Background: an optimization exercise with open tools, aiming at small area, a short achievable clock period and few clock cycles per item. Do not read the settings as production practice.
RTL that was checked went through simulation tests only; none was proved equivalent to the original.
Power and IR drop assume default switching activity.

Design systolic_top, start of the top module:
module systolic_top (
    input  logic     clk,
    input  logic     rst_n,
    input  logic     wb_cyc,
    input  logic     wb_stb,
    input  logic     wb_we,
    input  logic [5:0]  wb_adr,
    input  logic [31:0] wb_dat_w,
    output logic [31:0] wb_dat_r,
    output logic     wb_ack
);
export LEC_CHECK = 0
export ABC_CLOCK_PERIOD_IN_PS = 3000
export CAP_MARGIN = 20
export CORE_MARGIN = 2
export CORE_UTILIZATION = 40
export CTS_CLUSTER_DIAMETER = 120
export CTS_CLUSTER_SIZE = 24
export SLEW_MARGIN = 20
create_clock -name core_clock -period 10.0 [get_ports {clk}]
standard.sh (not shown) runs the stock make flow with config.mk's settings and CLKGATE_MAP_FILE= SYNTH_SCRIPT=/design/flow/synth_recipe.tcl, a recipe that flattens the netlist after the stock synthesis.
==> flow/flow/run.sh <==
#!/bin/bash
set -euo pipefail
bash standard.sh SETUP_SLACK_MARGIN=6.35 finish > standard_flow.log 2>&1
The first run produced a clean layout.
Testbench counts at the start, summed over its fixed seeds: cycles 43,776, jobs 384.
==> next run, changes <==
==> flow/flow/run.sh (replaced) <==
#!/bin/bash
set -euo pipefail
bash standard.sh SETUP_SLACK_MARGIN=6.5 finish > standard_flow.log 2>&1
- CORE_UTILIZATION: 40 -> 55
Sequential power hardly moves.
Worst hold slack hardly moves.
Cell area stays flat.
Synthesized area is unchanged.
Die area went down by 27%.
Count of clock-buffer cells in the layout does not change.
Via count went up by 1.1%.
Utilization went up by 17 points.
Setup slack improved by 0.095 ns.
Power went up by 1.2%.
==> next run, changes <==
==> flow/flow/run.sh (replaced) <==
#!/bin/bash
set -euo pipefail
bash standard.sh synth > standard_synth.log 2>&1
bash standard.sh SETUP_SLACK_MARGIN=6.5 "DONT_USE_CELLS=sky130_fd_sc_hd__probe_p_8 sky130_fd_sc_hd__probec_p_8 sky130_fd_sc_hd__lpflow_bleeder_1 sky130_fd_sc_hd__lpflow_clkbufkapwr_1 sky130_fd_sc_hd__lpflow_clkbufkapwr_16 sky130_fd_sc_hd__lpflow_clkbufkapwr_2 sky130_fd_sc_hd__lpflow_clkbufkapwr_4 sky130_fd_sc_hd__lpflow_clkbufkapwr_8 sky130_fd_sc_hd__lpflow_clkinvkapwr_1 sky130_fd_sc_hd__lpflow_clkinvkapwr_16 sky130_fd_sc_hd__lpflow_clkinvkapwr_2 sky130_fd_sc_hd__lpflow_clkinvkapwr_4 sky130_fd_sc_hd__lpflow_clkinvkapwr_8 sky130_fd_sc_hd__lpflow_decapkapwr_12 sky130_fd_sc_hd__lpflow_decapkapwr_3 sky130_fd_sc_hd__lpflow_decapkapwr_4 sky130_fd_sc_hd__lpflow_decapkapwr_6 sky130_fd_sc_hd__lpflow_decapkapwr_8 sky130_fd_sc_hd__lpflow_inputiso0n_1 sky130_fd_sc_hd__lpflow_inputiso0p_1 sky130_fd_sc_hd__lpflow_inputiso1n_1 sky130_fd_sc_hd__lpflow_inputiso1p_1 sky130_fd_sc_hd__lpflow_inputisolatch_1 sky130_fd_sc_hd__lpflow_isobufsrc_1 sky130_fd_sc_hd__lpflow_isobufsrc_16 sky130_fd_sc_hd__lpflow_isobufsrc_2 sky130_fd_sc_hd__lpflow_isobufsrc_4 sky130_fd_sc_hd__lpflow_isobufsrc_8 sky130_fd_sc_hd__lpflow_isobufsrckapwr_16 sky130_fd_sc_hd__lpflow_lsbuf_lh_hl_isowell_tap_1 sky130_fd_sc_hd__lpflow_lsbuf_lh_hl_isowell_tap_2 sky130_fd_sc_hd__lpflow_lsbuf_lh_hl_isowell_tap_4 sky130_fd_sc_hd__lpflow_lsbuf_lh_isowell_4 sky130_fd_sc_hd__lpflow_lsbuf_lh_isowell_tap_1 sky130_fd_sc_hd__lpflow_lsbuf_lh_isowell_tap_2 sky130_fd_sc_hd__lpflow_lsbuf_lh_isowell_tap_4 sky130_fd_sc_hd__dlygate4sd1_1 sky130_fd_sc_hd__dlygate4sd2_1 sky130_fd_sc_hd__dlygate4sd3_1 sky130_fd_sc_hd__clkdlybuf4s15_1 sky130_fd_sc_hd__clkdlybuf4s15_2 sky130_fd_sc_hd__clkdlybuf4s18_1 sky130_fd_sc_hd__clkdlybuf4s18_2 sky130_fd_sc_hd__clkdlybuf4s25_1 sky130_fd_sc_hd__clkdlybuf4s25_2 sky130_fd_sc_hd__clkdlybuf4s50_1 sky130_fd_sc_hd__clkdlybuf4s50_2 sky130_fd_sc_hd__dlymetal6s2s_1 sky130_fd_sc_hd__dlymetal6s4s_1 sky130_fd_sc_hd__dlymetal6s6s_1" finish > standard_flow.log 2>&1
- CORE_UTILIZATION: 55 -> 40
What happened: Global-route usage fell by 10 points; worst hold slack stays flat; cell count climbs by roughly a tenth; cell area rose slightly.
==> next run, changes <==
==> flow/flow/run.sh (replaced) <==
#!/bin/bash
set -euo pipefail
bash standard.sh SETUP_SLACK_MARGIN=6.8 finish > standard_flow.log 2>&1
The changed run ran to the end with no violations.
Design area rose by 4.7%.
Count of clock-buffer cells in the layout does not change.
Non-clock buffer count rose by 49.
Cell count rose by 0.90%.
Worst hold slack degrades by 0.0034 ns.
Sequential power hardly moves.
Wire length rose by 2.3%.
Via count rose by 1.1%.
Die area does not change.
First-iteration DRC count hardly moves.


## rev 12
Another version of the RTL of systolic_top (not shown whole).
Size: about 3700 cells after synthesis, ~76 I/O pins, about 54000 sq um of cells after synthesis.
clock: 10.0 ns
lec_check: 0
abc_clock_period_in_ps: 3000
cap_margin: 20
core_margin: 2
core_utilization: 40
cts_cluster_diameter: 120
cts_cluster_size: 30
slew_margin: 20
==> flow/flow/run.sh <==
#!/bin/bash
set -euo pipefail
bash standard.sh SETUP_SLACK_MARGIN=6.5 finish > standard_flow.log 2>&1
The flow did not stop early for rev 12: all stages ran, and the layout cleared the timing, design-rule and antenna checks.
Modified inputs, rev 13 compared to rev 12
--- a/flow/config.mk
+++ b/flow/config.mk
@@ -11,4 +11,2 @@
 export CORE_UTILIZATION = 40
-export CTS_CLUSTER_DIAMETER = 120
-export CTS_CLUSTER_SIZE = 30
 export SLEW_MARGIN = 20
==> summary.txt <==
Going from rev 12 to rev 13, the worst slack on hold paths was found to have gone up by 0.017 ns. Sort rev 12 and rev 13 by ratio of final minimum period to clock period desc -> top: rev 12. Minimum setup slack in the final design, rev 12 and rev 13, higher one = rev 13. Re sequential cell count: no difference whatsoever between rev 13 and rev 12.
Function was not checked in any run of this note: the RTL went through the layout flow alone.

[static timing again, ports no longer ideal]
The results above use ideal ports. As a check the final layouts listed here were re-extracted and re-timed, cells and wires unchanged.
Step 1, drivers: a clkbuf_16 drives clk and a buf_2 each remaining input, both assumed.
Step 2, shift: input delay + t, output delay - t, t = (earliest + latest rising clock arrival at the registers) / 2. This alone moves slack from input paths to output paths.
a / b / c = no drivers / after step 1 / after step 2; a / b = the first two.
run	t (ns)	setup slack, ns	latest minus earliest clock arrival (ns)	worst data-port slew with drivers (ns)
the first run of note 1	0.774	6.342 / 6.328 / 5.566	0.043 / 0.043	0.09
the second run of note 1	0.752	6.437 / 6.402 / 5.651	0.092 / 0.093	0.16
the third run of note 1	0.775	6.159 / 6.159 / 5.705	0.093 / 0.093	0.08
the fourth run of note 1	0.770	6.423 / 6.339 / 5.569	0.090 / 0.090	0.19
rev 12	0.742	6.443 / 6.290 / 5.549	0.059 / 0.059	0.31
rev 13	0.817	6.493 / 6.329 / 5.513	0.080 / 0.081	0.27
After both steps every run listed still meets setup and hold. The setup slack of rev 13, which loses most, moves by -0.164 ns with the drivers and by -0.980 ns with both steps.
